What follows belongs to an exercise in optimizing a design on an open flow for small area, a short achievable clock period and few clock cycles; a production flow would make more cautious choices.
Function was checked by simulation only, so behaviour that the tests miss may differ from the original.
Power figures rest on the tool's default switching activity, not on a simulated workload.

## lane 1
## sql_like_pattern_matcher
module sql_like_pattern_matcher #(
    parameter int MAX_ELEMENTS = 32,
    parameter int MAX_RANGES   = 4
) (
    input  logic        clk,
    input  logic        rst_n,
    input  logic        item_valid,
    output logic        item_ready,
    input  logic [2:0]  item_req_type,
    input  logic        item_is_percent,
    input  logic        item_negate,
    input  logic [7:0]  item_range_low,
    input  logic [7:0]  item_range_high,
    input  logic [7:0]  item_value_byte,
    output logic        result_valid,
    input  logic        result_ready,
    output logic        result_matched,
    output logic        result_pattern_error
);
    localparam int ME = MAX_ELEMENTS;
    localparam int MR = MAX_RANGES;
    localparam int NP = ME + 1;
    localparam int LV = $clog2(NP);
    localparam int RQ_DEPTH = 5;
    localparam int TW = $clog2(RQ_DEPTH + 1);
    logic       ready_reg;      
    logic       stall_reg;      
  ...
Size in the first run: about 2600 flip-flops, roughly 87000 um^2 of cells after synthesis.
clock: 7.0 ns
lec_check: 0
cap_margin: 20
core_margin: 2
core_utilization: 55
cts_cluster_diameter: 100
cts_cluster_size: 30
place_density: 0.65
setup_slack_margin: 4.5
slew_margin: 20
run.sh (not shown) runs the stock make flow with config.mk's settings and CLKGATE_MAP_FILE= SYNTH_SCRIPT=/design/flow/synth_recipe.tcl, a recipe that flattens the netlist after the stock synthesis.
Testbench counts of lane 1, summed over its fixed seeds: cycles 53,318.
What lane 2 does differently from lane 1 at the input level:
diff --git a/flow/design.v b/flow/design.v
--- a/flow/design.v
+++ b/flow/design.v
@@ -302,19 +302,21 @@
         s2_bhi      <= s1_bhi;
         s2_bhi_n    <= ~s1_bhi;
         s3_any      <= cell_any;
         elem_mask_p <= elem_mask;
         ovf_p       <= ovf_reg;
     end
     logic [NP-1:0] act_reg;
+    logic [NP-1:1] act_hi_reg;
+    logic          act0_n_reg;      
     logic [NP-1:0] kg [LV+1];
     logic [NP-1:0] kp [LV+1];
     logic [NP-1:0] closed, step_next, end_pos;
     logic [ME-1:0] lpct, adv;
-    logic          matched;
+    logic [3:0]    matched_part;    
     assign lpct = cell_pct & elem_mask_p;
     assign adv  = elem_mask_p & ~cell_pct & (s3_any ^ cell_neg);
     always_comb
     begin
         kg[0] = act_reg;
         kp[0] = {lpct, 1'b0};
         for (int k = 0; k < LV; k++)
@@ -333,38 +335,55 @@
                 end
             end
         end
     end
     assign closed = kg[LV];
     assign step_next = ({1'b0, closed[ME-1:0] & lpct}) | ({closed[ME-1:0] & adv, 1'b0});
     assign end_pos = {elem_mask_p, 1'b1} & ~{1'b0, elem_mask_p};
-    assign matched = |(closed & end_pos);
+    always_comb
+    begin
+        matched_part = '0;
+        for (int j = 0; j < NP; j++)
+            matched_part[j * 4 / NP] = matched_part[j * 4 / NP] | (closed[j] & end_pos[j]);
+    end
+    assign act_reg = {act_hi_reg, !act0_n_reg};
     always_ff @(posedge clk or negedge rst_n)
     begin
         if (!rst_n)
-            act_reg <= NP'(1);
+        begin
+            act_hi_reg <= '0;
+            act0_n_reg <= 1'b0;
+        end
         else if (s3_end || s3_clear)
-            act_reg <= NP'(1);
+        begin
+            act_hi_reg <= '0;
+            act0_n_reg <= 1'b0;
+        end
         else if (s3_byte)
-            act_reg <= step_next;
+        begin
+            act_hi_reg <= step_next[NP-1:1];
+            act0_n_reg <= !step_next[0];
+        end
     end
     logic s4_end;
+    logic [3:0] s4_matched_part;
     logic s4_matched, s4_error;
     always_ff @(posedge clk or negedge rst_n)
     begin
         if (!rst_n)
             s4_end <= 1'b0;
         else
             s4_end <= s3_end;
     end
     always_ff @(posedge clk)
     begin
-        s4_matched <= matched;
+        s4_matched_part <= matched_part;
         s4_error   <= ovf_p;
     end
+    assign s4_matched = |s4_matched_part;
     logic [RQ_DEPTH-1:0] rq_valid;
     logic [1:0]          rq_data [RQ_DEPTH];
     logic [RQ_DEPTH-1:0] rq_valid_sh;
     logic [1:0]          rq_data_sh [RQ_DEPTH];
     assign rq_head_valid = rq_valid[0];
     always_comb
     begin
--- outcome ---
Delta (lane 2 minus lane 1): final cell count without fillers down 105, count of instances resized after the clock tree is built up 0.97%, fraction of power spent switching nets down 0.32 points, CTS clock-pin slew for the worst setup and hold paths flat, clock power down about 1%. On final area, lane 2 tracks lane 1 almost exactly. edfxtp_1 as the cell type of the slowest stage on the worst timing path was reported by lane 1, and dfrtp_2 by lane 2. Against lane 1, clock period minus final worst setup slack in lane 2 came out better.
Testbench counts of lane 2, summed over its fixed seeds: cycles 53,318.

[port drivers added, routing unchanged]
The results above use ideal ports. As a check the final layouts listed here were re-extracted and re-timed, cells and wires unchanged.
Step 1: set_driving_cell puts a clkbuf_16 on clk and a buf_2 on each other input, an assumption about the parent block.
Step 2 adds t to the input delays and takes it off the output delays; t is the mean of the earliest and latest rising clock arrival at the registers after step 1. Input paths then give back, and output paths get back, about the clock's delay inside the block.
Slacks: ideal ports / drivers / drivers and shift; pairs: ideal ports / drivers.
run | t, ns | slack for setup (ns) | worst setup path after step 2 | slew at the worst register clock pin (ns) | worst data-port slew with drivers (ns)
lane 1 | 0.847 | 4.170 / 4.170 / 3.785 | input to register | 0.12 / 0.12 | 0.04
lane 2 | 0.839 | 4.302 / 4.212 / 3.781 | input to register | 0.12 / 0.12 | 0.05
After both steps setup and hold are still met in every run listed. For lane 2, which loses most, drivers alone change the setup slack by -0.090 ns; drivers and shift together by -0.521 ns.
